Source: an optimization exercise on an open RTL-to-GDS flow (aim: small area, a short achievable clock period and few clock cycles per item). Production flows keep margins and buffers that such runs may drop.
At most, simulation tests tie the RTL to the original design; equivalence was not proved.
For runs 1, 6 and 7, only the layout was checked, not whether the RTL still works.
Power and IR drop assume default switching activity.

$ cat flow/config.mk
export PLATFORM = sky130hd
export DESIGN_NAME = signed_int32_divider
export DESIGN_NICKNAME = signed_int32_divider
export VERILOG_FILES = /design/flow/design.v
export SDC_FILE = /design/flow/constraint.sdc
export NUM_CORES = 4
export LEC_CHECK = 0
export CAP_MARGIN = 20
export CORE_MARGIN = 2
export CORE_UTILIZATION = 40
export SETUP_SLACK_MARGIN = 1.3
export SLEW_MARGIN = 20
$ cat flow/constraint.sdc
create_clock -name core_clock -period 4.4 [get_ports {i_clk}]
set_input_delay 0.8800 -clock core_clock [delete_from_list [all_inputs] [get_ports {i_clk}]]
set_output_delay 0.8800 -clock core_clock [all_outputs]
set_load 0.01 [all_outputs]
$ cat flow/design.v
module signed_int32_divider (
    input  logic        i_clk,
    input  logic        i_rst_n,
    input  logic        i_req_valid,
    output logic        o_req_ready,
    input  logic [31:0] i_req_numerator,
    input  logic [31:0] i_req_denominator,
    output logic        o_rsp_valid,
    input  logic        i_rsp_ready,
    output logic [31:0] o_rsp_quotient,
    output logic [1:0]  o_rsp_status
);
    localparam logic [1:0] ST_OK   = 2'd0;
    localparam logic [1:0] ST_OVF  = 2'd1;
    localparam logic [1:0] ST_DIV0 = 2'd2;
    logic        r_idle;    
    logic        r_setup;   
    logic        r_iter;    
    logic        r_done;    
    logic [31:0] r_rem;     
    logic [31:0] r_den;     
    logic        r_cin;     
    logic [31:0] r_quot;    
    logic        r_zero;    
    logic [4:0]  r_cnt;     
    logic        r_neg;     
    logic [1:0]  r_status;
    logic [4:0]  r_cn;      
    logic        r_pn;      
    logic [4:0]  r_cd;      
    function automatic logic [5:0] clz32(input logic [31:0] x);
        logic [15:0] z1;
        logic [15:0] c1;
        logic [7:0]  z2;
        logic [15:0] c2;
        logic [3:0]  z3;
        logic [11:0] c3;
        logic [1:0]  z4;
        logic [7:0]  c4;
        for (int i = 0; i < 16; i++) begin
            z1[i] = ~(x[2*i+1] | x[2*i]);
            c1[i] = ~x[2*i+1];
        end
        for (int i = 0; i < 8; i++) begin
            z2[i]        = z1[2*i+1] & z1[2*i];
            c2[2*i +: 2] = z1[2*i+1] ? {1'b1, c1[2*i]} : {1'b0, c1[2*i+1]};
        end
        for (int i = 0; i < 4; i++) begin
            z3[i]        = z2[2*i+1] & z2[2*i];
            c3[3*i +: 3] = z2[2*i+1] ? {1'b1, c2[4*i +: 2]} : {1'b0, c2[4*i+2 +: 2]};
        end
        for (int i = 0; i < 2; i++) begin
            z4[i]        = z3[2*i+1] & z3[2*i];
            c4[4*i +: 4] = z3[2*i+1] ? {1'b1, c3[6*i +: 3]} : {1'b0, c3[6*i+3 +: 3]};
        end
        if (z4[1]) clz32 = z4[0] ? 6'd32 : {2'b01, c4[3:0]};
        else       clz32 = {2'b00, c4[7:4]};
    endfunction
    function automatic logic gt4(input logic [3:0] x, input logic [3:0] z);
        logic [3:0] g;
        logic [3:0] e;
        g   = x & ~z;
        e   = ~(x ^ z);
        gt4 = (g[3] | (e[3] & g[2])) | ((e[3] & e[2]) & (g[1] | (e[1] & g[0])));
    endfunction
    function automatic logic negpow2(input logic [31:0] x);
        negpow2 = x[31] & ~|(~x[31:1] & x[30:0]);
    endfunction
    logic        take;
    logic        nneg;
    logic        dneg;
    logic [31:0] n_abs;
    logic [31:0] d_sub;     
    logic        s_div0;
    logic        s_ovf;
    logic [5:0]  cn;
    logic [5:0]  cd;
    logic        pn;
    logic        k_neg;
    assign take   = r_idle & i_req_valid;
    assign nneg   = i_req_numerator[31];
    assign dneg   = i_req_denominator[31];
    assign n_abs  = nneg ? (~i_req_numerator + 32'd1) : i_req_numerator;
    assign d_sub  = i_req_denominator ^ {32{~dneg}};
    assign s_div0 = (i_req_denominator == 32'd0);
    assign s_ovf  = (i_req_numerator == 32'h8000_0000) & (i_req_denominator == 32'hFFFF_FFFF);
    assign cn     = clz32(i_req_numerator ^ {32{nneg}});
    assign cd     = clz32(~d_sub);
    assign pn     = negpow2(i_req_numerator);
    assign k_neg  = gt4(cn[5:2], cd[5:2]) & ~pn;
    logic [4:0]  k;
    logic [31:0] d_al;
    logic [32:0] sum;
    logic        ge;
    logic        last;
    assign k = r_cd - r_cn + {4'd0, r_pn};
    always_comb begin
        d_al = r_den;
        for (int s = 0; s < 5; s++) begin
            if (k[s]) d_al = (d_al << (1 << s)) | ({32{r_cin}} >> (32 - (1 << s)));
        end
    end
    logic [33:0] sum_x;
    assign sum_x = {1'b0, r_rem, 1'b1} + {1'b0, r_den, r_cin};
    assign sum   = sum_x[33:1];
    assign ge    = sum[32];
    assign last = (r_cnt == 5'd0);
    always_ff @(posedge i_clk) begin
        if (!i_rst_n) begin
            r_idle  <= 1'b1;
            r_setup <= 1'b0;
            r_iter  <= 1'b0;
            r_done  <= 1'b0;
        end else begin
            if (take) begin
                r_idle <= 1'b0;
                if (s_div0 | s_ovf | k_neg) r_done  <= 1'b1;
                else                        r_setup <= 1'b1;
            end
            if (r_setup) begin
                r_setup <= 1'b0;
                if (ge) r_iter <= 1'b1;
                else    r_done <= 1'b1;
            end
            if (r_iter & last) begin
                r_iter <= 1'b0;
                r_done <= 1'b1;
            end
            if (r_done & i_rsp_ready) begin
                r_done <= 1'b0;
                r_idle <= 1'b1;
            end
        end
    end
    always_ff @(posedge i_clk) begin
        if (r_idle) begin
            r_cin    <= ~dneg;
            r_neg    <= nneg ^ dneg;
            r_status <= s_div0 ? ST_DIV0 : (s_ovf ? ST_OVF : ST_OK);
        end
    end
    always_ff @(posedge i_clk) begin
        if (r_idle) begin
            r_rem <= n_abs;
        end else if ((r_iter | (r_setup & r_neg)) & ge) begin
            r_rem <= sum[31:0];
        end
    end
    always_ff @(posedge i_clk) begin
        if (r_idle) begin
            r_quot <= {nneg ^ dneg, {31{(nneg ^ dneg) | s_ovf}}};
        end else if (r_iter) begin
            r_quot <= {r_quot[30:0], ge ^ r_neg};
        end
    end
    always_ff @(posedge i_clk) begin
        if (r_idle)       r_zero <= s_div0 | k_neg;
        else if (r_setup) r_zero <= ~ge;
    end
    always_ff @(posedge i_clk) begin
        if (r_idle)       r_den <= d_sub;
        else if (r_setup) r_den <= d_al;
        else              r_den <= {1'b1, r_den[31:1]};
        if (r_setup) r_cnt <= k;
        else         r_cnt <= r_cnt - 5'd1;
        r_cn <= cn[4:0];
        r_pn <= pn;
        r_cd <= cd[4:0];
    end
    assign o_req_ready    = r_idle;
    assign o_rsp_valid    = r_done;
    assign o_rsp_quotient = r_quot & {32{~r_zero}};
    assign o_rsp_status   = r_status;
endmodule
$ cat flow/flow/run.sh
#!/bin/bash
# The standard layout (standard.sh, all ORFS steps), except that the
# port buffers are plain sky130_fd_sc_hd__buf_1 cells instead of the
# flow's default choice. make's output goes to standard.log; ORFS keeps
# each step's log under orfs/logs/.
set -o pipefail
export BUFFER_PORTS_ARGS="-buffer_cell sky130_fd_sc_hd__buf_1"
bash standard.sh > standard.log 2>&1
$ cat flow/standard.sh
#!/bin/bash
# synth_recipe.tcl (not shown) runs the flow's synth.tcl, then flattens the netlist and writes it again
# the make line also repeats each setting of config.mk as NAME=value (left out here)
make -C /OpenROAD-flow-scripts/flow DESIGN_CONFIG=/design/flow/config.mk WORK_HOME=/design/flow/orfs CLKGATE_MAP_FILE= SYNTH_SCRIPT=/design/flow/synth_recipe.tcl "${@:-finish}"
==> impl_metrics.csv, run 1 <==
group,metric,value,unit
sta,rsz0062_at_grt,"yes",
placed_design,hpwl,25600,um
logic_synthesis,synthTopCellsByCount,"nand2_1 (145), nor2_1 (133), a21oi_1 (132), o21ai_0 (132), xnor2_1 (72)",
logic_synthesis,synth_ff_type,"edfxtp_1",
sta,worst_clock_skew,17.5,ps
setup_path,rr_startpoint,"r_cd[0]",
sta,hold_ws,558,ps
cts,tritoncts,"yes",
floorplan,start_util,0.403,
sta,hold_viol,0,
power,power,6.92,mW
logic_synthesis,yosys_warnings,1,
drt,drtIter0Drc,999,
logic_synthesis,synth_top_family_by_area,"compound AO/OA/AOI/OAI gates",
setup_path,critPathSlowestCell,"or4_4",
placed_design,gp_congestion,0.962,
power,p_sw_frac,0.412,
cells_and_area,area_growth,28.1,%
setup_path,crit_required,4710,ps
logic_synthesis,synth_edf_count,71,
setup_path,r2r_end,"r_den[11]",
drt,drt_wl_total,35600,um
logic_synthesis,synthSimpleGateAreaFrac,0.197,
cts,cts_buffer_depth,2,
logic_synthesis,synth_compound_area_frac,0.222,
setup_path,cp_max_fo,3,
cells_and_area,drive_gt1_frac,0.221,
setup_path,start_kind,"input port",
min_path,hold_depth,2,
placed_design,place_area,11700,sq um
grt,antenna_found_initial,0,
floorplan,die_w,168,um
drt,drtAntennaViolNets,0,
power,p_int,4.07,mW
logic_synthesis,synth_area_per_cell,7.86,sq um
logic_synthesis,yosysMostFrequentCell,"nand2_1",
cts,cts_buffers,17,
cts,clock-sinks,121,
drt,drc_errors,0,
setup_path,cp.arrival,3610,ps
drt,met1_length,16000,um
logic_synthesis,synthMuxAreaShare,0.0855,
floorplan,rows,60,
power,power.density,502,nW/um^2
cells_and_area,layout.nets,1623,
drt,num_vias,10800,
cts,htree_levels,4,
cells_and_area,multi_input_area,7790,sq um
min_path,hold_end,"r_idle",
cells_and_area,regArea,3150,sq um
power,power_switching,2.85,mW
sta,worst_pin_slew,972,ps
grt,grt-ovfl-total,0,
logic_synthesis,synthXorXnorAreaFrac,0.0813,
sta,setup_violations,0,
logic_synthesis,ys_seq_area_frac,0.291,
logic_synthesis,async_reset_ff_frac,0,
logic_synthesis,syn_area,10800,sq um
logic_synthesis,synth-adder-area-share,0.0618,
run,cap_violations,0,
cells_and_area,fillerInstances,2526,
setup_path,crit_type,"in2reg",
sta,drv_slew,0,
setup_path,cp-end-kind,"flip-flop",
grt,grt_max_degree,70,
floorplan,die_h,168,um
logic_synthesis,synthCells,1370,
sta,relSlewSlack,0.352,
setup_path,rrSetupSlack,1340,ps
sta,setup_tns,0,ps
drt,vias_per_cell,5.81,
power,power_frac_seq,0.249,
cts,clk_pin_slew_worst_paths,60,ps
setup_path,reg2regPathDepth,16,
grt,grt_use_total,0.241,
logic_synthesis,synth.top_cells.by_area,"edfxtp_1 (20%), dfxtp_1 (9.3%), a21oi_1 (6.1%)",
logic_synthesis,synth_cell_types,74,
cells_and_area,final_area,13800,sq um
grt,grt_pass1_wl,54000,um
setup_path,worstPathCellList,"buf_6 > or4_4 > o22ai_4 > nand2_2 > nor4_4 > ha_4 > and3_4 > a311o_1 > a21oi_4 > a21oi_2 > o41a_1",
floorplan,dieArea,28300,sq um
setup_path,critPathMaxStageDelay,530,ps
outcome,status,"no timing/DRC/antenna violations",
drt,route.met3.wl,2110,um
sta,fin_crit,3300,ps
placed_design,portBuffers,103,
cts,cts_root_buffer,"clkbuf_16",
logic_synthesis,synth_top_cell_by_area,"edfxtp_1",
logic_synthesis,syn_nets,1490,
drt,dr.max_layer_used,"met4",
sta,fin_crit_sh,0.749,
drt,wl_met2,16300,um
power,combinationalPowerShare,0.525,
min_path,hold_start,"r_done",
cells_and_area,antenna_cells,0,
cts,clk_latency,430,ps
power,leakage,5.42,nW
drt,dr.pass1.iters,5,
drt,wl_per_cell,19.2,um
logic_synthesis,yosys.area.top_type_share,0.198,
power,vdd_drop_max,0.247,mV
logic_synthesis,ys_ff_latch,121,
cts,cts_hold_buf,0,
power,p_clk_frac,0.226,
grt,grt_pass1_vias,9896,
sta,fmax,303,MHz
setup_path,cp-startpoint,"i_req_numerator[10]",
min_path,hold_path_class,"reg2reg",
floorplan,io-pin-count,104,
floorplan,core_area,26700,sq um
==> state kept, by name, summed over array words and instances, names as in the netlist, 2 cells and up <==
signal,count
r_cd,5
r_cn,5
r_cnt,5
r_den,32
r_quot,32
r_rem,32
r_status,2
==> power groups by stage <==
| stage | clock [mW] | sequential (mW) | combinational (mW) |
|---|---|---|---|
| 2_1_floorplan | 0 | 1.61 | 2.29 |
| 3_3_place_gp | 0 | 1.72 | 2.98 |
| 3_5_place_dp | 0 | 1.73 | 2.99 |
| 4_1_cts | 1.58 | 1.70 | 3.25 |
| 5_1_grt | 1.63 | 1.75 | 3.97 |
| 6_report | 1.57 | 1.72 | 3.63 |
==> area by class of cell <==
type / count / share of cell area
multi-input cells: 1080 / 0.565
flip-flops and latches: 121 / 0.228
repair buffers: 211 / 0.109
clock buffers: 18 / 0.0318
well taps: 341 / 0.0309
inverters: 72 / 0.0204
clock inverters: 14 / 0.0153
==> logic make-up (layout without fill, tap and decap cells) <==
kind of cell	count (synthesis)	in the layout
multiplexers	78	78
flip-flops	121	121
XOR/XNOR	100	100
buffers and inverters	169	315
AO/OA/AOI/OAI	399	399
adder cells (fa/ha/maj)	52	52
AND/OR/NAND/NOR	451	451
==> worst max-delay path by stage <==
| stage | to | slack (ps) | cells after the start |
|---|---|---|---|
| 3_5_place_dp | r_done | 240 | 11 |
| 2_1_floorplan | r_done | 960 | 12 |
| 6_report | r_done | 1100 | 11 |
| 3_3_place_gp | r_done | 310 | 11 |
| 4_1_cts | r_done | 1130 | 11 |
| 5_1_grt | r_done | 1040 | 11 |
==> layer usage <==
| metal | vias to the layer above | track usage |
|---|---|---|
| li1 | 5201 | - |
| met1 | 5109 | 0.331 |
| met2 | 417 | 0.387 |
| met3 | 70 | 0.0346 |
| met4 | 0 | 0.0877 |
| met5 | - | 0 |
==> critical path: cells and delay by family <==
family                     cells  cell delay (ps)
and+or+nand+nor                4             1160
buffers and inverters          1               90
adders and majority gates      1              260
AOI/OAI and AO/OA              5             1210
==> metrics by stage <==
| stage | std cells | setup WS [ps] | util |
|---|---|---|---|
| 2_1_floorplan | 1370 | 964 | - |
| 6_report | 1857 | 1100 | 0.516 |
| 4_1_cts | 1824 | 1130 | 0.485 |
| 3_3_place_gp | 1766 | 309 | 0.438 |
| 5_1_grt | 1857 | 1040 | 0.516 |
| 3_5_place_dp | 1766 | 237 | 0.438 |
==> cell usage in the layout, fill, tap and decap left out, drive strengths merged, types with 40 or more instances in the layout <==
cell type,n
dfxtp,50
edfxtp,71
nor2,133
mux2i,56
ha,50
xnor2,72
clkbuf,40
o21ai,134
inv,74
a21oi,133
buf,188
nand2,145
==> timing repair <==
item	in CTS	in global routing
resized for setup	90	126
pin swaps	24	34
cloned	3	5
setup buffers	23	27
setup endpoints to repair	104	104
==> run 2, diff against run 1 <==
--- a/flow/design.v
+++ b/flow/design.v
@@ -28,5 +28,4 @@
     logic [4:0]  r_cn;      
-    logic        r_pn;      
     logic [4:0]  r_cd;      
-    function automatic logic [5:0] clz32(input logic [31:0] x);
+    function automatic logic [4:0] clz32(input logic [31:0] x);
         logic [15:0] z1;
@@ -55,14 +54,4 @@
         end
-        if (z4[1]) clz32 = z4[0] ? 6'd32 : {2'b01, c4[3:0]};
-        else       clz32 = {2'b00, c4[7:4]};
-    endfunction
-    function automatic logic gt4(input logic [3:0] x, input logic [3:0] z);
-        logic [3:0] g;
-        logic [3:0] e;
-        g   = x & ~z;
-        e   = ~(x ^ z);
-        gt4 = (g[3] | (e[3] & g[2])) | ((e[3] & e[2]) & (g[1] | (e[1] & g[0])));
-    endfunction
-    function automatic logic negpow2(input logic [31:0] x);
-        negpow2 = x[31] & ~|(~x[31:1] & x[30:0]);
+        if (z4[1]) clz32 = z4[0] ? 5'd0 : {1'b1, c4[3:0]};
+        else       clz32 = {1'b0, c4[7:4]};
     endfunction
@@ -75,6 +64,2 @@
     logic        s_ovf;
-    logic [5:0]  cn;
-    logic [5:0]  cd;
-    logic        pn;
-    logic        k_neg;
     assign take   = r_idle & i_req_valid;
@@ -86,6 +71,2 @@
     assign s_ovf  = (i_req_numerator == 32'h8000_0000) & (i_req_denominator == 32'hFFFF_FFFF);
-    assign cn     = clz32(i_req_numerator ^ {32{nneg}});
-    assign cd     = clz32(~d_sub);
-    assign pn     = negpow2(i_req_numerator);
-    assign k_neg  = gt4(cn[5:2], cd[5:2]) & ~pn;
     logic [4:0]  k;
@@ -95,3 +76,3 @@
     logic        last;
-    assign k = r_cd - r_cn + {4'd0, r_pn};
+    assign k = r_cd - r_cn;
     always_comb begin
@@ -116,4 +97,4 @@
                 r_idle <= 1'b0;
-                if (s_div0 | s_ovf | k_neg) r_done  <= 1'b1;
-                else                        r_setup <= 1'b1;
+                if (s_div0 | s_ovf) r_done  <= 1'b1;
+                else                r_setup <= 1'b1;
             end
@@ -121,4 +102,4 @@
                 r_setup <= 1'b0;
-                if (ge) r_iter <= 1'b1;
-                else    r_done <= 1'b1;
+                if (ge & ~(r_cin & &k)) r_iter <= 1'b1;
+                else                    r_done <= 1'b1;
             end
@@ -156,3 +137,3 @@
     always_ff @(posedge i_clk) begin
-        if (r_idle)       r_zero <= s_div0 | k_neg;
+        if (r_idle)       r_zero <= s_div0;
         else if (r_setup) r_zero <= ~ge;
@@ -165,5 +146,4 @@
         else         r_cnt <= r_cnt - 5'd1;
-        r_cn <= cn[4:0];
-        r_pn <= pn;
-        r_cd <= cd[4:0];
+        r_cn <= clz32(i_req_numerator ^ {32{nneg}});
+        r_cd <= clz32(~d_sub);
     end
--- a/flow/config.mk
+++ b/flow/config.mk
@@ -9,4 +9,4 @@
 export CORE_MARGIN = 2
-export CORE_UTILIZATION = 40
-export SETUP_SLACK_MARGIN = 1.3
+export CORE_UTILIZATION = 55
+export SETUP_SLACK_MARGIN = 1.4
 export SLEW_MARGIN = 20
==> run 2 against run 1 <==
  * Synthesized cell count is 1.4% lower
  * Combinational power is 4% lower
  * Via count is 1.4% lower
  * Wire length is 7.7% lower
  * Global-route usage is 6.4 points higher
  * Critical path depth is 2 higher
  * Setup slack better by 340 ps
  * Critical path type is now reg2reg
  * Highest routed layer unchanged
==> impl_metrics.csv, run 2 <==
group,metric,value,unit
cts,htree_levels,4,
logic_synthesis,synth_ff_type,"edfxtp_1",
logic_synthesis,synthCells,1351,
grt,grt_pass1_vias,9186,
setup_path,crit_required,4700,ps
floorplan,dieArea,20800,sq um
drt,drc_errors,0,
logic_synthesis,synth_top_family_by_area,"compound AO/OA/AOI/OAI gates",
grt,antenna_found_initial,0,
cells_and_area,final_cell_mix,"nor2_1 (143), nand2_1 (126), a21oi_1 (108)",
cts,cts_buffer_depth,2,
drt,drt_wl_total,32900,um
setup_path,r2r_end,"r_den[20]",
power,p_int,3.77,mW
setup_path,cp-end-kind,"flip-flop",
logic_synthesis,yosysMostFrequentCell,"nor2_1",
logic_synthesis,synth-adder-area-share,0.0524,
floorplan,die_w,144,um
logic_synthesis,async_reset_ff_frac,0,
cts,clock-sinks,120,
placed_design,portBuffers,103,
grt,grt-ovfl-total,0,
setup_path,rr_startpoint,"r_cd[0]",
logic_synthesis,synth_top_cell_by_area,"edfxtp_1",
cts,clk_pin_slew_worst_paths,60,ps
setup_path,cp_max_fo,4,
min_path,hold_depth,1,
drt,wl_per_cell,19.2,um
logic_synthesis,synth_edf_count,71,
drt,drtAntennaViolNets,0,
cells_and_area,reg_top3,"r_den (32), r_quot (32), r_rem (32)",
cts,tritoncts,"yes",
sta,setup_ws,1440,ps
placed_design,hpwl,23000,um
drt,drtIter0Drc,896,
grt,grt_pass1_wl,49400,um
power,power_frac_seq,0.261,
setup_path,cp-startpoint,"r_cd[0]",
setup_path,crit_type,"reg2reg",
floorplan,io-pin-count,104,
power,power_switching,2.78,mW
floorplan,die_h,144,um
logic_synthesis,synthMuxAreaShare,0.0785,
drt,num_vias,10600,
setup_path,cp.arrival,3250,ps
setup_path,critPathSlowestCell,"fa_2",
setup_path,path_delay_family,"compound AO/OA/AOI/OAI gates",
cts,cts_buffers,17,
logic_synthesis,ys_ff_latch,120,
logic_synthesis,synth_area_per_cell,7.99,sq um
logic_synthesis,yosys.area.top_type_share,0.197,
power,power.density,516,nW/um^2
sta,worst_pin_slew,960,ps
logic_synthesis,syn_nets,1463,
logic_synthesis,synth.top_cells.by_area,"edfxtp_1 (20%), dfxtp_1 (9.1%), a21oi_1 (5.2%)",
logic_synthesis,synthSimpleGateAreaFrac,0.193,
placed_design,gp_congestion,0.974,
floorplan,rows,51,
power,p_clk_frac,0.207,
logic_synthesis,yosys_warnings,1,
sta,setup_violations,0,
logic_synthesis,synth_compound_area_frac,0.257,
setup_path,rrSetupSlack,1440,ps
min_path,hold_path_class,"reg2reg",
min_path,hold_end,"r_cnt[0]",
cells_and_area,antenna_cells,0,
logic_synthesis,syn_area,10800,sq um
logic_synthesis,synthXorXnorAreaFrac,0.0698,
logic_synthesis,synthTopCellsByCount,"nor2_1 (147), nand2_1 (127), a21oi_1 (112)",
cells_and_area,post-route-util,0.657,
floorplan,core_area,19300,sq um
grt,grt_use_total,0.305,
power,leakage,4.92,nW
floorplan,start_util,0.558,
cells_and_area,drive_gt1_frac,0.143,
logic_synthesis,ys_seq_area_frac,0.288,
drt,vias_per_cell,6.22,
setup_path,cp_common_cell,"inv_2",
outcome,status,"no timing/DRC/antenna violations",
setup_path,cp_num_buf_inv,4,
power,combinationalPowerShare,0.532,
sta,hold_viol,0,
cells_and_area,area_growth,17.7,%
cts,clk_latency,430,ps
cells_and_area,final_common_cell,"nor2_1",
sta,rsz0062_at_grt,"yes",
drt,dr.pass1.iters,8,
cts,cts_root_buffer,"clkbuf_16",
power,vdd_drop_max,0.389,mV
sta,setup_tns,0,ps
sta,drv_slew,0,
power,p_sw_frac,0.425,
sta,fin_crit_sh,0.672,
placed_design,dp_slack,877,ps
cells_and_area,layout.nets,1544,
sta,fmax,338,MHz
setup_path,reg2regPathDepth,13,
setup_path,worstPathCellList,"inv_2 > ha_4 > inv_2 > fa_2 > buf_12 > buf_4 > mux4_2 > nand2_1 > o21ai_1 > a21oi_1 > nor2_1 > o311ai_2 > o21ai_0",
logic_synthesis,synth_cell_types,84,
setup_path,critPathMaxStageDelay,680,ps
run,cap_violations,0,
setup_path,start_kind,"flip-flop",
sta,relSlewSlack,0.360,
grt,grt_max_degree,69,
power,power,6.55,mW
sta,worst_clock_skew,10.5,ps
min_path,hold_start,"r_cnt[0]",
sta,fin_crit,2960,ps
-- run 2: changes by cell type after synthesis, moves of 8 or more --
cell and change:
o21bai_1 +9, xor2_1 +16, or2_2 +8, mux2i_1 -13, a31oi_1 +10, a21oi_1 -20
nor4_1 -9, nor2_1 +14, ha_1 -8, o21ai_0 -28, nand2_1 -18, xnor2_1 -30
-- run 2: cell families (layout without fill, tap and decap cells) --
kind of cell	Yosys count	count (layout)
AO/OA/AOI/OAI	425	425
XOR/XNOR	86	86
adder cells (fa/ha/maj)	44	44
buffers and inverters	170	263
flip-flops	120	120
multiplexers	65	65
AND/OR/NAND/NOR	441	442
-- run 2: per-stage QoR --
stage | cells | area, sq um | hold WS, ps
after floorplan | 1351 | 10800 | 435
after global placement | 1637 | 11300 | 452
after detailed placement | 1637 | 11300 | 464
after CTS | 1677 | 12100 | 475
after global routing | 1710 | 12700 | 484
final | 1710 | 12700 | 474
-- run 2: final cells by class --
type / count / area, sq um
fill: 1727 / 6630
inverter: 70 / 267
sequential: 120 / 3130
clock buffer: 17 / 425
multi-input combinational: 1062 / 7370
clock inverter: 15 / 146
timing repair buffer: 161 / 1040
tap: 265 / 332
-- run 2: worst max-delay path by stage --
stage                 to  cells past startpoint
2_1_floorplan  r_rem[16]                      8
3_3_place_gp   r_rem[27]                      9
3_5_place_dp   r_rem[27]                      9
4_1_cts        r_rem[14]                     10
5_1_grt        r_den[23]                     13
6_report       r_den[20]                     13
-- run 2: worst register-to-register path, stage by stage, from the launching register on --
cell and delay [ps]:
dfxtp_2 320, inv_2 60, ha_4 130, inv_2 40
fa_2 680, buf_12 150, buf_4 110, mux4_2 290
nand2_1 80, o21ai_1 180, a21oi_1 290, nor2_1 90
o311ai_2 290, o21ai_0 120
-- run 2: per-layer routing --
metal	track usage	routed length (um)
met1	0.432	14700
met2	0.487	15300
met3	0.0421	2240
met4	0.0867	627
met5	0	0
-- run 2: power by group through the flow --
| stage | Clock, mW | Combinational, mW | Sequential, mW |
|---|---|---|---|
| 2_1_floorplan | 0 | 2.33 | 1.60 |
| 3_3_place_gp | 0 | 2.93 | 1.71 |
| 3_5_place_dp | 0 | 2.94 | 1.71 |
| 4_1_cts | 1.37 | 3.05 | 1.69 |
| 5_1_grt | 1.41 | 3.80 | 1.73 |
| 6_report | 1.36 | 3.48 | 1.71 |
-- run 2: timing repair --
item,CTS,global route
setup endpoints to repair,68,104
pin swaps,6,25
gates resized for setup,25,73
hold buffers,0,0
cloned,1,6
endpoints found under the hold margin,0,0
setup buffers,7,27
Testbench counts of run 2, summed over its fixed seeds: cycles 20,848, items 2,400.
==> run 3, diff against run 2 <==
--- a/flow/config.mk
+++ b/flow/config.mk
@@ -10,3 +10,3 @@
 export CORE_UTILIZATION = 55
-export SETUP_SLACK_MARGIN = 1.4
+export SETUP_SLACK_MARGIN = 1.3
 export SLEW_MARGIN = 20
==> run 3 against run 2 <==
  * Still clean on timing, DRC and antenna
  * Worst hold slack better by 8.3 ps
  * Sequential share of layout area is 1.0 points higher
  * Global-route usage fell by 0.38 points
  * Core utilization is 2.7 points lower
  * Wire length decreased by 3.0%
  * Non-clock buffer count shrank 30
  * Highest routed layer unchanged
==> impl_metrics.csv, run 3 <==
group,metric,value,unit
outcome,status,"no timing/DRC/antenna violations",
logic_synthesis,synth_edf_count,71,
floorplan,die_w,144,um
logic_synthesis,synth_ff_type,"edfxtp_1",
logic_synthesis,synth.top_cells.by_area,"edfxtp_1 (20%), dfxtp_1 (9.1%), a21oi_1 (5.2%)",
floorplan,io-pin-count,104,
drt,wl_per_cell,19.0,um
power,vdd_drop_max,0.361,mV
placed_design,hpwl,23000,um
setup_path,worstPathCellList,"buf_1 > or4_1 > or4_1 > nor4_1 > or2_2 > a31oi_1 > o2bb2ai_1",
setup_path,critPathSlowestCell,"nor4_1",
sta,worst_clock_skew,13.1,ps
sta,drv_slew,0,
grt,grt_max_degree,70,
placed_design,gp_congestion,0.944,
grt,busiest_layer,"met2",
drt,num_vias,10400,
logic_synthesis,synth_top_cell_by_area,"edfxtp_1",
grt,gr-usage-met1,0.419,
setup_path,cp_max_fo,5,
run,cap_violations,0,
cells_and_area,post-route-util,0.630,
setup_path,critPathMaxStageDelay,830,ps
setup_path,start_kind,"input port",
drt,drtIter0Drc,1062,
sta,relSlewSlack,0.271,
sta,rsz0062_at_grt,"yes",
grt,antenna_found_initial,0,
cells_and_area,fillerInstances,1760,
power,leakage,4.70,nW
setup_path,crit_required,4760,ps
grt,use_met2,0.477,
floorplan,die_h,144,um
cells_and_area,drive_gt1_frac,0.104,
setup_path,path_delay_family,"simple AND/OR/NAND/NOR gates",
logic_synthesis,yosys.area.top_type_share,0.197,
cells_and_area,final_common_cell,"nor2_1",
logic_synthesis,syn_area,10800,sq um
cts,cts_root_buffer,"clkbuf_16",
cts,cts_hold_buf,0,
grt,grt_pass1_vias,9262,
setup_path,crit_type,"in2reg",
logic_synthesis,syn_nets,1463,
power,power.density,512,nW/um^2
setup_path,cp-end-kind,"flip-flop",
logic_synthesis,synth_cell_types,84,
sta,hold_viol,0,
logic_synthesis,yosys_warnings,1,
cells_and_area,final_cell_mix,"nor2_1 (145), nand2_1 (126), a21oi_1 (109)",
drt,dr.pass1.iters,5,
cts,cts_buffer_depth,2,
grt,use_met3,0.0437,
floorplan,core_area,19300,sq um
setup_path,cp_common_cell,"or4_1",
sta,worst_pin_slew,1080,ps
cts,clk_latency,430,ps
logic_synthesis,ys_seq_area_frac,0.288,
setup_path,cp.arrival,3430,ps
grt,grt_pass1_wl,48900,um
min_path,hold_path_class,"reg2reg",
logic_synthesis,async_reset_ff_frac,0,
cts,clk_pin_slew_worst_paths,60,ps
floorplan,rows,51,
drt,drt_wl_total,31900,um
cts,htree_levels,4,
sta,fin_crit_sh,0.698,
sta,fmax,326,MHz
sta,setup_violations,0,
drt,drtAntennaViolNets,0,
logic_synthesis,synth_area_per_cell,7.99,sq um
cts,cts_buffers,17,
logic_synthesis,synthCells,1351,
sta,fin_crit,3070,ps
drt,vias_per_cell,6.21,
sta,setup_tns,0,ps
logic_synthesis,yosysMostFrequentCell,"nor2_1",
logic_synthesis,synthTopCellsByCount,"nor2_1 (147), nand2_1 (127), a21oi_1 (112)",
drt,drc_errors,0,
floorplan,start_util,0.558,
placed_design,portBuffers,103,
cells_and_area,area_growth,12.8,%
cts,clock-sinks,120,
floorplan,dieArea,20800,sq um
cells_and_area,reg_top3,"r_den (32), r_quot (32), r_rem (32)",
grt,grt_use_total,0.301,
cells_and_area,layout.nets,1514,
grt,grt-ovfl-total,0,
setup_path,cp_num_buf_inv,1,
logic_synthesis,ys_ff_latch,120,
cts,tritoncts,"yes",
[run 3: changes by cell type in the layout (fill, tap and decap cells not counted), moves of 5 or more]
cell and change:
buf_4 -22, ha_4 -5, o21ai_1 -5, ha_1 +7
o21ai_0 +5
[run 3: power by group]
group / switching, mW / total (mW) / internal (mW) / leakage [nW]
combinational: 1.88 / 3.18 / 1.30 / 3.29
clock: 0.568 / 1.36 / 0.791 / 0.275
sequential: 0.216 / 1.70 / 1.49 / 1.13
[run 3: cell families after synthesis]
logic type / after synthesis / share of synthesized area
xor gates and xnor gates: 86 / 0.0698
adders and majority gates: 44 / 0.0524
buffers and inverters: 170 / 0.0613
and+or+nand+nor: 441 / 0.193
muxes: 65 / 0.0785
AOI/OAI and AO/OA: 425 / 0.257
DFF: 120 / 0.288
[run 3: what timing repair did]
item | in CTS | in global routing
pin swaps | 5 | 7
gates resized for setup | 18 | 23
setup endpoints to repair | 65 | 95
setup buffers | 7 | 7
gates cloned | 0 | 2
[run 3: stage by stage]
stage          setup slack (ps)  power, mW  hold WS (ps)  instances  instance area (sq um)
4_1_cts                    1310       6.08           485       1671                  12000
3_3_place_gp                834       4.63           458       1632                  11300
3_5_place_dp                811       4.65           467       1632                  11300
6_report                   1330       6.24           482       1681                  12200
5_1_grt                    1250       6.65           502       1680                  12200
2_1_floorplan              1320       3.92           435       1351                  10800
[run 3: area by class of cell]
class / instances / area, sq um / area share
well taps: 265 / 332 / 0.0272
flip-flops and latches: 120 / 3120 / 0.256
repair buffers: 131 / 674 / 0.0554
diodes: 1 / 2.50 / 0.000206
clock inverters: 14 / 143 / 0.0117
clock buffers: 18 / 429 / 0.0352
multi-input cells: 1062 / 7210 / 0.592
inverters: 70 / 268 / 0.0220
[run 3: final timing paths]
kind                        startpoint         to  slack (ps)  cells after the start
hold reg to reg               r_cnt[0]   r_cnt[0]         480                      1
setup reg to reg               r_cn[0]  r_den[30]        1370                     10
setup / recovery  i_req_denominator[4]     r_done        1330                      7
hold / removal                r_cnt[0]   r_cnt[0]         480                      1
[run 3: metal layers]
| metal | wire [um] | vias to the layer above |
|---|---|---|
| met5 | 0 | - |
| met4 | 922 | 0 |
| met3 | 2020 | 61 |
| met2 | 14600 | 375 |
| met1 | 14400 | 4952 |
| li1 | - | 5059 |
==> run 4, diff against run 3 <==
--- a/flow/design.v
+++ b/flow/design.v
@@ -96,5 +96,4 @@
             if (take) begin
-                r_idle <= 1'b0;
-                if (s_div0 | s_ovf) r_done  <= 1'b1;
-                else                r_setup <= 1'b1;
+                r_idle  <= 1'b0;
+                r_setup <= 1'b1;
             end
@@ -102,4 +101,4 @@
                 r_setup <= 1'b0;
-                if (ge & ~(r_cin & &k)) r_iter <= 1'b1;
-                else                    r_done <= 1'b1;
+                if (ge & ~(r_cin & &k) & (r_status == ST_OK)) r_iter <= 1'b1;
+                else                                          r_done <= 1'b1;
             end
@@ -137,4 +136,3 @@
     always_ff @(posedge i_clk) begin
-        if (r_idle)       r_zero <= s_div0;
-        else if (r_setup) r_zero <= ~ge;
+        if (r_setup) r_zero <= ~ge | (r_status == ST_DIV0);
     end
--- a/flow/config.mk
+++ b/flow/config.mk
@@ -10,3 +10,3 @@
 export CORE_UTILIZATION = 55
-export SETUP_SLACK_MARGIN = 1.3
+export SETUP_SLACK_MARGIN = 1.45
 export SLEW_MARGIN = 20
==> run 4 against run 3 <==
  * Synthesized area is 1.0% lower
  * Clock skew is 2.1 ps lower
  * Largest cell class unchanged
  * Setup slack better by 130 ps
  * Critical path type is now reg2reg
  * Sequential share of layout area is 0.32 points higher
==> impl_metrics.csv, run 4 <==
group,metric,value,unit
setup_path,rr_startpoint,"r_cn[0]",
power,power_frac_seq,0.271,
placed_design,portBuffers,103,
setup_path,rrSetupSlack,1460,ps
cells_and_area,post-route-util,0.637,
cts,cts_buffers,17,
logic_synthesis,ys_ff_latch,120,
floorplan,rows,50,
setup_path,start_kind,"flip-flop",
logic_synthesis,syn_area,10700,sq um
floorplan,core_area,18900,sq um
power,leakage,4.73,nW
logic_synthesis,yosys_warnings,1,
logic_synthesis,synth_edf_count,71,
placed_design,hpwl,23800,um
sta,relSlewSlack,0.354,
placed_design,dp_slack,981,ps
grt,grt_max_degree,87,
drt,wl_per_cell,19.0,um
grt,grt_pass1_wl,49200,um
logic_synthesis,synth_area_per_cell,7.97,sq um
min_path,hold_start,"r_cnt[0]",
sta,worst_clock_skew,10.9,ps
setup_path,reg2regPathDepth,11,
grt,grt_use_total,0.309,
sta,fin_crit,2940,ps
power,p_int,3.63,mW
cells_and_area,antenna_cells,0,
setup_path,cp_max_fo,29,
drt,vias_per_cell,6.15,
drt,drtIter0Drc,878,
grt,grt_pass1_vias,9067,
cts,cts_buffer_depth,2,
logic_synthesis,synth_cell_types,89,
run,cap_violations,0,
grt,grt-ovfl-total,0,
cells_and_area,drive_gt1_frac,0.0970,
sta,setup_violations,0,
setup_path,cp-end-kind,"flip-flop",
cts,cts_root_buffer,"clkbuf_16",
sta,fmax,340,MHz
logic_synthesis,yosysMostFrequentCell,"nand2_1",
setup_path,cp.arrival,3230,ps
logic_synthesis,synthTopCellsByCount,"nand2_1 (146), nor2_1 (128), a21oi_1 (106)",
cells_and_area,layout.nets,1521,
power,power_switching,2.60,mW
setup_path,crit_required,4690,ps
drt,num_vias,10300,
min_path,hold_end,"r_cnt[0]",
cells_and_area,final_area,12000,sq um
sta,rsz0062_at_grt,"yes",
cells_and_area,final_cell_mix,"nand2_1 (143), nor2_1 (126), a21oi_1 (103)",
cts,clock-sinks,120,
logic_synthesis,synth_top_cell_by_area,"edfxtp_1",
placed_design,gp_congestion,0.938,
cts,clk_pin_slew_worst_paths,60,ps
cts,cts_hold_buf,0,
outcome,status,"no timing/DRC/antenna violations",
drt,drt_wl_total,32000,um
logic_synthesis,syn_nets,1453,
cells_and_area,fillerInstances,1758,
cts,tritoncts,"yes",
drt,dr.pass1.iters,6,
placed_design,place_area,11200,sq um
logic_synthesis,yosys.area.top_type_share,0.200,
cts,htree_levels,4,
min_path,hold_depth,1,
logic_synthesis,async_reset_ff_frac,0,
cells_and_area,area_growth,12.6,%
grt,antenna_found_initial,0,
sta,setup_ws,1460,ps
power,power.density,518,nW/um^2
logic_synthesis,synthCells,1341,
floorplan,io-pin-count,104,
drt,drtAntennaViolNets,0,
sta,setup_tns,0,ps
floorplan,start_util,0.565,
sta,worst_pin_slew,966,ps
setup_path,crit_type,"reg2reg",
power,p_sw_frac,0.417,
sta,fin_crit_sh,0.667,
power,vdd_drop_max,0.323,mV
setup_path,cp-startpoint,"r_cn[0]",
cells_and_area,reg_top3,"r_den (32), r_quot (32), r_rem (32)",
power,p_clk_frac,0.231,
power,combinationalPowerShare,0.498,
setup_path,r2r_end,"r_den[0]",
floorplan,die_w,143,um
logic_synthesis,synth_ff_type,"edfxtp_1",
sta,hold_viol,0,
sta,drv_slew,0,
logic_synthesis,synth.top_cells.by_area,"edfxtp_1 (20%), dfxtp_1 (9.2%), xnor2_1 (6.0%)",
min_path,hold_path_class,"reg2reg",
drt,drc_errors,0,
floorplan,dieArea,20600,sq um
floorplan,die_h,143,um
cts,clk_latency,430,ps
logic_synthesis,ys_seq_area_frac,0.291,
cells_and_area,final_common_cell,"nand2_1",
==> run 4: changes by cell type after synthesis, moves of 8 or more <==
cell / before / now
nor2b_1: 24 / 14
xnor2_1: 42 / 73
o21ai_0: 104 / 62
nand2_1: 127 / 146
or2_2: 13 / 5
clkbuf_1: 72 / 56
nor2_1: 147 / 128
xor2_1: 44 / 20
nand3_1: 32 / 21
a211o_1: 9 / 1
o21ai_1: 4 / 84
==> run 4: stage by stage <==
step                instances  power, mW  hold WS, ps
floorplan                1341       3.89          432
global placement         1632       4.59          457
detailed placement       1632       4.59          471
CTS                      1667       6.09          478
global route             1682       6.61          503
finish                   1682       6.22          475
==> run 4: repair_timing <==
item / 4_1_cts / 5_1_grt
cloned: 0 / 1
setup endpoints to repair: 97 / 99
resized for setup: 10 / 23
pin swaps: 1 / 10
setup buffers: 3 / 14
==> run 4: worst max path at each step <==
stage	slack (ps)	endpoint
finish	1460	r_den[0]
global route	1360	r_den[0]
CTS	1410	r_den[12]
detailed placement	980	r_quot[8]
global placement	1090	r_quot[1]
floorplan	1510	r_rem[0]
==> run 4: worst max-delay path: stages, from the launching register on <==
cell and delay [ps]:
dfxtp_1 330, ha_1 180, inv_1 70, fa_2 460, xnor2_2 190, buf_6 270, nand2_1 160, a21oi_2 290
mux2i_2 360, a211oi_1 130, a21oi_1 250, a21oi_1 110
==> run 4: kinds of logic after synthesis <==
kind of cell               count (synthesis)  share of synthesized area
AOI/OAI and AO/OA                        431                      0.254
and+or+nand+nor                          427                      0.186
buffers and inverters                    160                     0.0620
DFF                                      120                      0.291
xor gates and xnor gates                  93                     0.0762
muxes                                     66                     0.0775
adders and majority gates                 44                     0.0529
==> run 4: layout make-up <==
cell class                      instances  area [sq um]  share of cell area
Tap cell                              260           325              0.0270
Multi-Input combinational cell       1062          7050               0.587
Inverter                               73           277              0.0230
Clock inverter                         14           175              0.0146
Clock buffer                           18           429              0.0357
Timing Repair Buffer                  135           647              0.0538
Sequential cell                       120          3120               0.259
==> run 4: routing by layer <==
layer	share of wire	global-route usage
met1	0.45	0.431
met2	0.45	0.482
met3	0.066	0.0510
met4	0.036	0.116
met5	0	0
==> run 4: power groups by stage <==
stage,registers [mW],clock network (mW),logic (mW)
finish,1.69,1.44,3.10
floorplan,1.59,0,2.30
detailed placement,1.70,0,2.89
CTS,1.68,1.46,2.95
global placement,1.70,0,2.89
global route,1.71,1.51,3.39
Testbench counts of run 4, summed over its fixed seeds: cycles 21,002, items 2,400.
==> run 5, diff against run 4 <==
--- a/flow/config.mk
+++ b/flow/config.mk
@@ -10,3 +10,3 @@
 export CORE_UTILIZATION = 55
-export SETUP_SLACK_MARGIN = 1.45
+export SETUP_SLACK_MARGIN = 1.3
 export SLEW_MARGIN = 20
==> run 5 against run 4 <==
  * Still clean
  * Cell count is 0.95% lower
  * Clock power hardly changed
  * Critical endpoint is now r_den[1]
  * Non-clock buffer count is 15 lower
  * Die area did not move
  * Power down 1.4%
==> impl_metrics.csv, run 5 <==
group,metric,value,unit
outcome,status,"no timing/DRC/antenna violations",
sta,relSlewSlack,0.358,
cells_and_area,layout.nets,1505,
cts,cts_buffers,17,
sta,setup_violations,0,
cells_and_area,fillerInstances,1773,
logic_synthesis,synth_top_family_by_area,"compound AO/OA/AOI/OAI gates",
cells_and_area,final_cell_mix,"nand2_1 (144), nor2_1 (126), a21oi_1 (105)",
grt,antenna_found_initial,0,
drt,drt_wl_total,31100,um
floorplan,io-pin-count,104,
logic_synthesis,syn_nets,1453,
placed_design,dp_slack,993,ps
min_path,hold_path_class,"reg2reg",
logic_synthesis,async_reset_ff_frac,0,
logic_synthesis,synth_area_per_cell,7.97,sq um
cells_and_area,final_common_cell,"nand2_1",
cts,cts_root_buffer,"clkbuf_16",
setup_path,cp.arrival,3270,ps
placed_design,hpwl,23500,um
logic_synthesis,synth_compound_area_frac,0.254,
cells_and_area,reg_top3,"r_den (32), r_quot (32), r_rem (32)",
setup_path,worstPathCellList,"inv_1 > ha_2 > inv_1 > fa_1 > a21o_1 > a21oi_1 > xor2_1 > a21oi_1 > a311o_1 > o211ai_1 > o21ai_1",
logic_synthesis,ys_seq_area_frac,0.291,
cts,cts_buffer_depth,2,
sta,worst_pin_slew,963,ps
floorplan,start_util,0.565,
floorplan,rows,50,
cts,tritoncts,"yes",
logic_synthesis,synthCells,1341,
cells_and_area,multi_input_area,7000,sq um
cts,htree_levels,4,
cells_and_area,regArea,3120,sq um
setup_path,crit_type,"reg2reg",
placed_design,gp_congestion,0.966,
cells_and_area,drive_gt1_frac,0.0789,
setup_path,start_kind,"flip-flop",
grt,grt_pass1_wl,48600,um
floorplan,die_h,143,um
grt,grt-ovfl-total,0,
cells_and_area,area_growth,11.0,%
logic_synthesis,synthSimpleGateAreaFrac,0.186,
drt,dr.pass1.iters,5,
drt,vias_per_cell,6.13,
logic_synthesis,yosysMostFrequentCell,"nand2_1",
cells_and_area,post-route-util,0.628,
drt,drc_errors,0,
sta,drv_slew,0,
drt,wl_per_cell,18.7,um
logic_synthesis,yosys_warnings,1,
setup_path,critPathSlowestCell,"fa_1",
logic_synthesis,synth_cell_types,89,
power,power.density,518,nW/um^2
setup_path,cp-startpoint,"r_cd[0]",
min_path,hold_start,"r_cnt[0]",
floorplan,die_w,143,um
sta,setup_tns,0,ps
drt,drtAntennaViolNets,0,
grt,grt_use_total,0.304,
setup_path,critPathMaxStageDelay,550,ps
grt,grt_max_degree,81,
drt,drtIter0Drc,905,
grt,grt_pass1_vias,9101,
cts,clk_latency,430,ps
setup_path,cp_max_fo,7,
setup_path,cp-end-kind,"flip-flop",
cts,clk_pin_slew_worst_paths,60,ps
sta,fmax,336,MHz
drt,num_vias,10200,
placed_design,portBuffers,103,
sta,rsz0062_at_grt,"yes",
sta,setup_ws,1430,ps
sta,hold_viol,0,
logic_synthesis,synth_edf_count,71,
sta,fin_crit,2970,ps
power,vdd_drop_max,0.296,mV
floorplan,core_area,18900,sq um
power,power,6.14,mW
logic_synthesis,yosys.area.top_type_share,0.200,
logic_synthesis,synth_top_cell_by_area,"edfxtp_1",
power,leakage,4.63,nW
cts,clock-sinks,120,
sta,fin_crit_sh,0.676,
logic_synthesis,synth-adder-area-share,0.0529,
sta,worst_clock_skew,10.7,ps
run,cap_violations,0,
logic_synthesis,synthMuxAreaShare,0.0775,
logic_synthesis,synth_ff_type,"edfxtp_1",
setup_path,rr_startpoint,"r_cd[0]",
logic_synthesis,ys_ff_latch,120,
cells_and_area,antenna_cells,0,
logic_synthesis,synthXorXnorAreaFrac,0.0762,
floorplan,dieArea,20600,sq um
logic_synthesis,synth.top_cells.by_area,"edfxtp_1 (20%), dfxtp_1 (9.2%), xnor2_1 (6.0%)",
logic_synthesis,synthTopCellsByCount,"nand2_1 (146), nor2_1 (128), a21oi_1 (106)",
setup_path,crit_required,4700,ps
logic_synthesis,syn_area,10700,sq um
-- run 5: cell counts after synthesis --
No cell type changed its count.
-- run 5: cell families after synthesis --
kind of cell | count (synthesis)
flip-flops | 120
buffers and inverters | 160
AO/OA/AOI/OAI | 431
multiplexers | 66
adder cells (fa/ha/maj) | 44
AND/OR/NAND/NOR | 427
XOR/XNOR | 93
-- run 5: path summary, 6_finish.rpt --
kind | end | slack (ps) | depth (start not counted)
min | r_cnt[0] | 480 | 1
max | r_den[1] | 1430 | 11
max reg2reg | r_den[1] | 1430 | 11
min reg2reg | r_cnt[0] | 480 | 1
-- run 5: layout make-up --
type | count | area share
multi-input combinational | 1061 | 0.590
sequential | 120 | 0.263
timing repair buffer | 120 | 0.0460
clock buffer | 18 | 0.0362
tap | 260 | 0.0274
inverter | 73 | 0.0231
clock inverter | 14 | 0.0146
-- run 5: power by group --
| part | switching (mW) | internal [mW] | total [mW] |
|---|---|---|---|
| logic | 1.80 | 1.20 | 3.01 |
| clock network | 0.546 | 0.894 | 1.44 |
| registers | 0.216 | 1.48 | 1.69 |
| total | 2.56 | 3.57 | 6.14 |
-- run 5: worst max-delay path, delay by kind of cell, from the launching register on --
family / cells / cell delay [ps]
AO/OA/AOI/OAI: 6 / 1220
XOR/XNOR: 1 / 520
adder cells (fa/ha/maj): 2 / 710
buffers and inverters: 2 / 90
flip-flops: 1 / 290
-- run 5: repair_timing --
item / in CTS / in global routing
resized for setup: 5 / 11
pin swaps: 0 / 1
endpoints found under the setup margin: 32 / 88
hold endpoints to repair: 0 / 0
buffers inserted: 0 / 3
hold buffers: 0 / 0
-- run 5: metrics by stage --
stage,hold WS [ps],cell area (sq um),cells
after floorplan,432,10700,1341
after global placement,459,11200,1631
after detailed placement,473,11200,1631
after CTS,487,11800,1663
after global routing,500,11900,1666
final,477,11900,1666
-- run 5: routing by layer --
layer  global-route usage  share of wire
met3               0.0470          0.065
met2                0.463           0.44
met5                    0              0
met1                0.433           0.46
met4                0.122          0.032
==> run 6, diff against run 5 <==
--- a/flow/design.v
+++ b/flow/design.v
@@ -27,4 +27,2 @@
     logic [1:0]  r_status;
-    logic [4:0]  r_cn;      
-    logic [4:0]  r_cd;      
     function automatic logic [4:0] clz32(input logic [31:0] x);
@@ -76,3 +74,3 @@
     logic        last;
-    assign k = r_cd - r_cn;
+    assign k = r_cnt;
     always_comb begin
@@ -142,6 +140,4 @@
         else              r_den <= {1'b1, r_den[31:1]};
-        if (r_setup) r_cnt <= k;
-        else         r_cnt <= r_cnt - 5'd1;
-        r_cn <= clz32(i_req_numerator ^ {32{nneg}});
-        r_cd <= clz32(~d_sub);
+        if (r_idle)      r_cnt <= clz32(~d_sub) - clz32(i_req_numerator ^ {32{nneg}});
+        else if (r_iter) r_cnt <= r_cnt - 5'd1;
     end
==> run 6 against run 5 <==
  * Power shrank 12%
  * Sequential cell count decreased by 10
  * Core utilization increased by 1.2 points
  * Cell count shrank 1.1%
  * Combinational power shrank 2%
  * Global-route usage rose by 2.1 points
  * Clock power is about 40% lower
  * Largest power group unchanged
==> impl_metrics.csv, run 6 <==
group,metric,value,unit
cts,cts_root_buffer,"clkbuf_16",
setup_path,start_kind,"input port",
logic_synthesis,ys_seq_area_frac,0.280,
logic_synthesis,syn_nets,1457,
cts,cts_buffers,9,
power,p_sw_frac,0.443,
logic_synthesis,synth_cell_types,78,
power,power_frac_seq,0.297,
placed_design,hpwl,24400,um
cts,cts_buffer_depth,2,
cells_and_area,area_growth,13.5,%
logic_synthesis,synth_top_cell_by_area,"edfxtp_1",
cts,cts_hold_buf,0,
cells_and_area,multi_input_area,7230,sq um
grt,gr-usage-met1,0.490,
drt,drtAntennaViolNets,0,
sta,fin_crit_sh,0.755,
placed_design,portBuffers,103,
floorplan,rows,50,
logic_synthesis,ys_ff_latch,110,
grt,grt-ovfl-total,0,
min_path,hold_path_class,"reg2reg",
grt,grt_use_total,0.325,
cts,clk_latency,360,ps
placed_design,gp_congestion,0.962,
min_path,hold_end,"r_idle",
sta,fmax,301,MHz
floorplan,die_w,143,um
logic_synthesis,synth_edf_count,76,
cts,clk_pin_slew_worst_paths,80,ps
cts,htree_levels,3,
cells_and_area,regArea,2970,sq um
sta,drv_slew,0,
sta,worst_pin_slew,1020,ps
drt,wl_per_cell,20.0,um
cells_and_area,antenna_cells,0,
cells_and_area,drive_gt1_frac,0.134,
cts,tritoncts,"yes",
cts,clock-sinks,110,
logic_synthesis,yosys.area.top_type_share,0.216,
sta,rsz0062_at_grt,"yes",
cells_and_area,reg_top3,"r_den (32), r_quot (32), r_rem (32)",
setup_path,cp-end-kind,"flip-flop",
logic_synthesis,yosysMostFrequentCell,"nand2_1",
sta,relSlewSlack,0.319,
cells_and_area,layout.nets,1522,
drt,drtIter0Drc,1117,
floorplan,start_util,0.563,
run,cap_violations,0,
cells_and_area,final_area,12000,sq um
logic_synthesis,synth_area_per_cell,7.87,sq um
drt,vias_per_cell,6.37,
grt,use_met2,0.472,
cells_and_area,post-route-util,0.639,
grt,antenna_found_initial,0,
cells_and_area,final_cell_mix,"nand2_1 (169), nor2_1 (115), o21ai_0 (86)",
floorplan,core_area,18800,sq um
power,p_int,3.02,mW
min_path,hold_start,"r_done",
logic_synthesis,synth_ff_type,"edfxtp_1",
floorplan,dieArea,20400,sq um
logic_synthesis,yosys_warnings,1,
sta,fin_crit,3320,ps
sta,setup_tns,0,ps
grt,grt_pass1_wl,51000,um
sta,worst_clock_skew,10.0,ps
grt,grt_max_degree,71,
setup_path,rrSetupSlack,1440,ps
setup_path,r2r_end,"r_rem[29]",
logic_synthesis,synthCells,1344,
power,power_switching,2.40,mW
setup_path,rr_startpoint,"r_den[1]",
setup_path,crit_type,"in2reg",
power,leakage,4.67,nW
drt,num_vias,10500,
sta,hold_viol,0,
cells_and_area,fillerInstances,1730,
logic_synthesis,synth.top_cells.by_area,"edfxtp_1 (22%), dfxtp_1 (6.4%), nand2_1 (6.1%)",
setup_path,crit_required,4620,ps
grt,busiest_layer,"met1",
drt,drt_wl_total,32900,um
grt,grt_pass1_vias,9205,
power,p_clk_frac,0.159,
power,vdd_drop_max,0.205,mV
sta,setup_violations,0,
setup_path,reg2regPathDepth,10,
logic_synthesis,async_reset_ff_frac,0,
outcome,status,"no timing/DRC/antenna violations",
setup_path,cp_max_fo,6,
floorplan,io-pin-count,104,
floorplan,die_h,143,um
logic_synthesis,syn_area,10600,sq um
min_path,hold_depth,2,
logic_synthesis,synthTopCellsByCount,"nand2_1 (172), nor2_1 (120), o21ai_0 (92)",
power,combinationalPowerShare,0.544,
drt,dr.pass1.iters,5,
power,power,5.42,mW
setup_path,cp.arrival,3540,ps
power,power.density,452,nW/um^2
cells_and_area,final_common_cell,"nand2_1",
drt,drc_errors,0,
placed_design,place_area,11100,sq um
grt,use_met3,0.0493,
==> run 6: cell count changes in the layout (fill, tap and decap cells not counted), sizes merged, moves of 9 or more <==
cell    previous run  this run
a21oi            110        90
and3              15         4
buf              118       151
dfxtp             49        34
nand2            146       172
nand2b            14        23
nand3             21        34
xnor2             73        53
xor2              20        30
==> run 6: power groups by stage <==
stage | Clock [mW] | Combinational, mW | Sequential (mW)
6_report | 0.861 | 2.95 | 1.61
5_1_grt | 0.904 | 3.24 | 1.63
4_1_cts | 0.874 | 2.82 | 1.60
3_5_place_dp | 0 | 2.75 | 1.63
3_3_place_gp | 0 | 2.74 | 1.62
2_1_floorplan | 0 | 2.18 | 1.48
==> run 6: routing by layer <==
layer	vias up	routed length (um)
met4	0	1140
met3	64	3010
met1	4876	15000
met2	537	13800
met5	-	0
li1	5014	-
==> run 6: through the flow <==
stage                     hold WS, ps  instances  worst slack, ps
after global routing              579       1648              904
after detailed placement          541       1603              451
after global placement            540       1603              523
after CTS                         541       1633             1090
after floorplan                   432       1344              861
final                             535       1648             1080
==> run 6: kinds of logic after synthesis <==
group / synth area share
xor gates and xnor gates: 0.0709
DFF: 0.280
and+or+nand+nor: 0.200
adders and majority gates: 0.0547
AOI/OAI and AO/OA: 0.245
buffers and inverters: 0.0620
muxes: 0.0874
==> run 6: worst max-delay path by stage <==
stage / startpoint / endpoint / slack [ps] / cells past startpoint
final: i_req_numerator[13] / r_cnt[4] / 1080 / 15
after global routing: i_req_numerator[31] / r_cnt[4] / 900 / 13
after CTS: i_req_numerator[14] / r_cnt[4] / 1090 / 15
after detailed placement: i_req_denominator[12] / r_cnt[4] / 450 / 13
after global placement: i_req_denominator[17] / r_cnt[4] / 520 / 14
after floorplan: i_req_numerator[14] / r_cnt[4] / 860 / 15
==> run 6: timing repair <==
item / in CTS / in global routing
gates resized for setup: 75 / 42
buffers inserted: 14 / 15
cloned: 0 / 0
setup endpoints to repair: 71 / 75
pin swaps: 18 / 23
==> run 6: cell type report <==
class / count / area share
clock buffer: 10 / 0.0191
clock inverter: 6 / 0.00636
inverter: 70 / 0.0220
multi-input combinational: 1064 / 0.602
sequential: 110 / 0.248
tap: 234 / 0.0244
timing repair buffer: 154 / 0.0782
==> run 6: critical path: stages <==
cell	delay, ps
buf_12	110
or4_4	540
o21ai_4	190
nand2_2	70
nor2_2	120
buf_4	120
buf_6	80
a211oi_2	50
o21ai_1	190
nand3_2	150
fa_2	400
a21o_1	180
a21oi_2	120
xnor3_1	220
o21ai_1	120
==> run 7, diff against run 6 <==
--- a/flow/design.v
+++ b/flow/design.v
@@ -27,2 +27,4 @@
     logic [1:0]  r_status;
+    logic [4:0]  r_cn;      
+    logic [4:0]  r_cd;      
     function automatic logic [4:0] clz32(input logic [31:0] x);
@@ -74,3 +76,3 @@
     logic        last;
-    assign k = r_cnt;
+    assign k = r_cd - r_cn;
     always_comb begin
@@ -81,5 +83,26 @@
     end
-    logic [33:0] sum_x;
-    assign sum_x = {1'b0, r_rem, 1'b1} + {1'b0, r_den, r_cin};
-    assign sum   = sum_x[33:1];
+    always_comb begin
+        logic [32:0] g;
+        logic [32:0] p;
+        logic [32:0] gg;
+        logic [32:0] pp;
+        g[0] = r_cin;
+        p[0] = 1'b0;
+        for (int i = 0; i < 32; i++) begin
+            g[i+1] = r_rem[i] & r_den[i];
+            p[i+1] = r_rem[i] ^ r_den[i];
+        end
+        gg = g;
+        pp = p;
+        for (int s = 0; s < 6; s++) begin
+            for (int i = 0; i < 33; i++) begin
+                if ((i >> s) & 1) begin
+                    gg[i] = gg[i] | (pp[i] & gg[((i >> s) << s) - 1]);
+                    pp[i] = pp[i] & pp[((i >> s) << s) - 1];
+                end
+            end
+        end
+        for (int i = 0; i < 32; i++) sum[i] = p[i+1] ^ gg[i];
+        sum[32] = gg[32];
+    end
     assign ge    = sum[32];
@@ -140,4 +163,6 @@
         else              r_den <= {1'b1, r_den[31:1]};
-        if (r_idle)      r_cnt <= clz32(~d_sub) - clz32(i_req_numerator ^ {32{nneg}});
-        else if (r_iter) r_cnt <= r_cnt - 5'd1;
+        if (r_setup) r_cnt <= k;
+        else         r_cnt <= r_cnt - 5'd1;
+        r_cn <= clz32(i_req_numerator ^ {32{nneg}});
+        r_cd <= clz32(~d_sub);
     end
==> run 7 against run 6 <==
  * Critical path depth fell by 1
  * First-iteration DRC count is 13% lower
  * Count of clock-buffer cells in the layout up 8
  * Worst hold slack lost 38 ps
  * Register-to-register slack got worse by 270 ps
  * Power up 7.6%
  * Clock power is 65% higher
  * Fmax grew 2.8%
  * Sequential share of layout area increased by 1.8 points
  * Critical endpoint is now r_iter
  * Largest power group unchanged
==> impl_metrics.csv, run 7 <==
group,metric,value,unit
setup_path,cp.arrival,3590,ps
cells_and_area,fillerInstances,1582,
placed_design,place_area,10800,sq um
power,power,5.83,mW
setup_path,cp_common_cell,"fa_2",
cts,clk_pin_slew_worst_paths,50,ps
sta,setup_tns,0,ps
floorplan,dieArea,19500,sq um
power,power.density,495,nW/um^2
setup_path,worstPathCellList,"inv_2 > fa_2 > nand2b_4 > a21oi_4 > o41ai_4 > o31ai_2 > o21a_2 > a311o_1 > nand3_1 > nand2_2 > fa_2 > or4b_4 > o21ba_4 > nor3b_2",
setup_path,critPathSlowestCell,"or4b_4",
min_path,hold_path_class,"reg2reg",
sta,hold_viol,0,
drt,wl_per_cell,18.0,um
drt,num_vias,9574,
cts,cts_buffer_depth,2,
setup_path,r2r_end,"r_iter",
cells_and_area,final_cell_mix,"nand2_1 (141), o21ai_0 (130), nor2_1 (118)",
cells_and_area,drive_gt1_frac,0.129,
sta,drv_slew,0,
cts,clk_latency,440,ps
drt,dr.pass1.iters,5,
grt,grt-ovfl-total,0,
logic_synthesis,syn_nets,1374,
run,cap_violations,0,
floorplan,rows,49,
sta,relSlewSlack,0.356,
setup_path,cp_max_fo,4,
floorplan,die_h,140,um
sta,worst_clock_skew,10.7,ps
cells_and_area,final_common_cell,"nand2_1",
logic_synthesis,synth_ff_type,"edfxtp_1",
setup_path,cp-end-kind,"flip-flop",
logic_synthesis,synth_area_per_cell,8.05,sq um
setup_path,rrSetupSlack,1170,ps
cells_and_area,reg_top3,"r_den (32), r_quot (32), r_rem (32)",
outcome,status,"no timing/DRC/antenna violations",
floorplan,core_area,18000,sq um
cells_and_area,final_area,11800,sq um
sta,fin_crit,3230,ps
setup_path,reg2regPathDepth,14,
grt,grt_use_total,0.290,
logic_synthesis,synth.top_cells.by_area,"edfxtp_1 (21%), dfxtp_1 (9.7%), o21ai_0 (6.8%)",
drt,vias_per_cell,6.05,
floorplan,io-pin-count,104,
drt,drc_errors,0,
cells_and_area,area_growth,16.3,%
placed_design,gp_congestion,0.929,
cts,clock-sinks,120,
logic_synthesis,synthCells,1259,
min_path,hold_depth,1,
sta,rsz0062_at_grt,"yes",
logic_synthesis,yosys_warnings,1,
min_path,hold_start,"r_cnt[0]",
logic_synthesis,async_reset_ff_frac,0,
grt,antenna_found_initial,0,
sta,fmax,309,MHz
logic_synthesis,synth_top_cell_by_area,"edfxtp_1",
grt,grt_pass1_vias,8719,
sta,setup_violations,0,
logic_synthesis,ys_seq_area_frac,0.307,
placed_design,portBuffers,103,
cells_and_area,antenna_cells,0,
sta,fin_crit_sh,0.734,
logic_synthesis,ys_ff_latch,120,
setup_path,crit_type,"reg2reg",
cells_and_area,layout.nets,1456,
power,leakage,4.65,nW
grt,grt_max_degree,69,
logic_synthesis,synth_edf_count,71,
logic_synthesis,yosysMostFrequentCell,"nand2_1",
cts,cts_root_buffer,"clkbuf_16",
floorplan,start_util,0.562,
setup_path,start_kind,"flip-flop",
setup_path,critPathMaxStageDelay,490,ps
setup_path,crit_required,4760,ps
logic_synthesis,synth_cell_types,67,
cts,cts_hold_buf,0,
min_path,hold_end,"r_cnt[0]",
logic_synthesis,synthTopCellsByCount,"nand2_1 (142), o21ai_0 (138), nor2_1 (118)",
floorplan,die_w,140,um
cts,tritoncts,"yes",
sta,worst_pin_slew,966,ps
drt,drt_wl_total,28500,um
drt,drtAntennaViolNets,0,
power,vdd_drop_max,0.371,mV
logic_synthesis,yosys.area.top_type_share,0.210,
cts,cts_buffers,17,
logic_synthesis,syn_area,10100,sq um
setup_path,rr_startpoint,"r_cin",
placed_design,hpwl,20600,um
cts,htree_levels,4,
drt,drtIter0Drc,976,
grt,grt_pass1_wl,45700,um
-- run 7: changes by cell type after synthesis, sizes merged, moves of 9 or more --
cell	previous run	this run
clkbuf	73	61
a22oi	2	12
a21oi	90	74
xnor2	53	63
mux2i	35	47
o211ai	28	19
mux4	20	10
dfxtp	34	49
nand2	172	142
nand2b	23	13
-- run 7: metal layers --
layer	wire (um)	GRT usage	up-vias
met1	12800	0.400	4496
met2	13500	0.475	307
met5	0	0	-
met3	1580	0.0427	42
met4	587	0.0847	0
li1	-	-	4729
-- run 7: worst max path at each step --
stage	end	depth (start not counted)	startpoint
after global routing	r_rem[29]	12	r_rem[10]
after detailed placement	r_iter	14	r_cin
after floorplan	r_rem[30]	8	i_req_numerator[6]
after CTS	r_iter	14	r_cin
after global placement	r_iter	14	r_cin
final	r_iter	14	r_cin
-- run 7: area by class of cell --
cell class	instances	area, sq um	share of cell area
Inverter	72	273	0.0231
Timing Repair Buffer	143	733	0.0622
Multi-Input combinational cell	987	6770	0.574
Clock inverter	14	160	0.0136
Sequential cell	120	3140	0.266
Clock buffer	18	429	0.0364
Tap cell	229	287	0.0243
-- run 7: repair_timing --
item | CTS | global route
pin swaps | 13 | 21
gates resized for setup | 26 | 29
cloned | 2 | 0
buffers inserted | 11 | 10
setup endpoints to repair | 59 | 96
-- run 7: cell families (layout without fill, tap and decap cells) --
group / after synthesis / after routing / synth area share
and+or+nand+nor: 421 / 421 / 0.195
AOI/OAI and AO/OA: 363 / 365 / 0.221
buffers and inverters: 154 / 247 / 0.0579
DFF: 120 / 120 / 0.307
xor gates and xnor gates: 85 / 85 / 0.0734
muxes: 69 / 69 / 0.0819
adders and majority gates: 47 / 47 / 0.0632
-- run 7: where the power goes --
part | switching, mW | internal (mW) | leakage [nW]
combinational | 1.55 | 1.17 | 3.24
sequential | 0.210 | 1.48 | 1.14
clock | 0.571 | 0.845 | 0.275
-- run 7: stage by stage --
| step | util | setup slack (ps) | hold slack [ps] | std cells |
|---|---|---|---|---|
| final | 0.654 | 1170 | 497 | 1583 |
| after global routing | 0.654 | 1040 | 524 | 1583 |
| after CTS | 0.644 | 1170 | 492 | 1573 |
| after detailed placement | 0.600 | 621 | 474 | 1528 |
| after global placement | 0.600 | 744 | 457 | 1528 |
| after floorplan | - | 1060 | 432 | 1259 |
-- run 7: worst max-delay path: cells and delay by family, from the launching register on --
kind / cells / cell delay [ps]
AO/OA/AOI/OAI: 6 / 1120
adder cells (fa/ha/maj): 2 / 610
buffers and inverters: 1 / 70
flip-flops: 1 / 380
AND/OR/NAND/NOR: 5 / 970

==> static timing again, ports no longer ideal <==
How much do the figures lean on ideal ports? The routed layouts below were timed once more, with nothing changed but the port constraints.
Step 1, drivers: a clkbuf_16 drives i_clk and a buf_2 each remaining input, both assumed.
Step 2 adds t to the input delays and takes it off the output delays; t is the mean of the earliest and latest rising clock arrival at the registers after step 1. Input paths then give back, and output paths get back, about the clock's delay inside the block.
Three values: ideal, step 1, step 2; two values: the first two.
run | shift t [ns] | slack for setup (ns) | pins driven straight from the clock port
run 1 | 0.474 | 1.103 / 1.114 / 0.640 | 1
run 2 | 0.475 | 1.443 / 1.443 / 1.048 | 1
run 3 | 0.475 | 1.329 / 1.357 / 0.882 | 1
run 4 | 0.470 | 1.463 / 1.463 / 1.213 | 1
run 5 | 0.471 | 1.427 / 1.427 / 1.209 | 1
run 6 | 0.400 | 1.079 / 1.076 / 0.676 | 1
run 7 | 0.477 | 1.169 / 1.169 / 0.809 | 1
After both steps setup and hold are still met in every run listed. The setup slack of run 1, which loses most, moves by +0.011 ns with the drivers and by -0.463 ns with both steps.
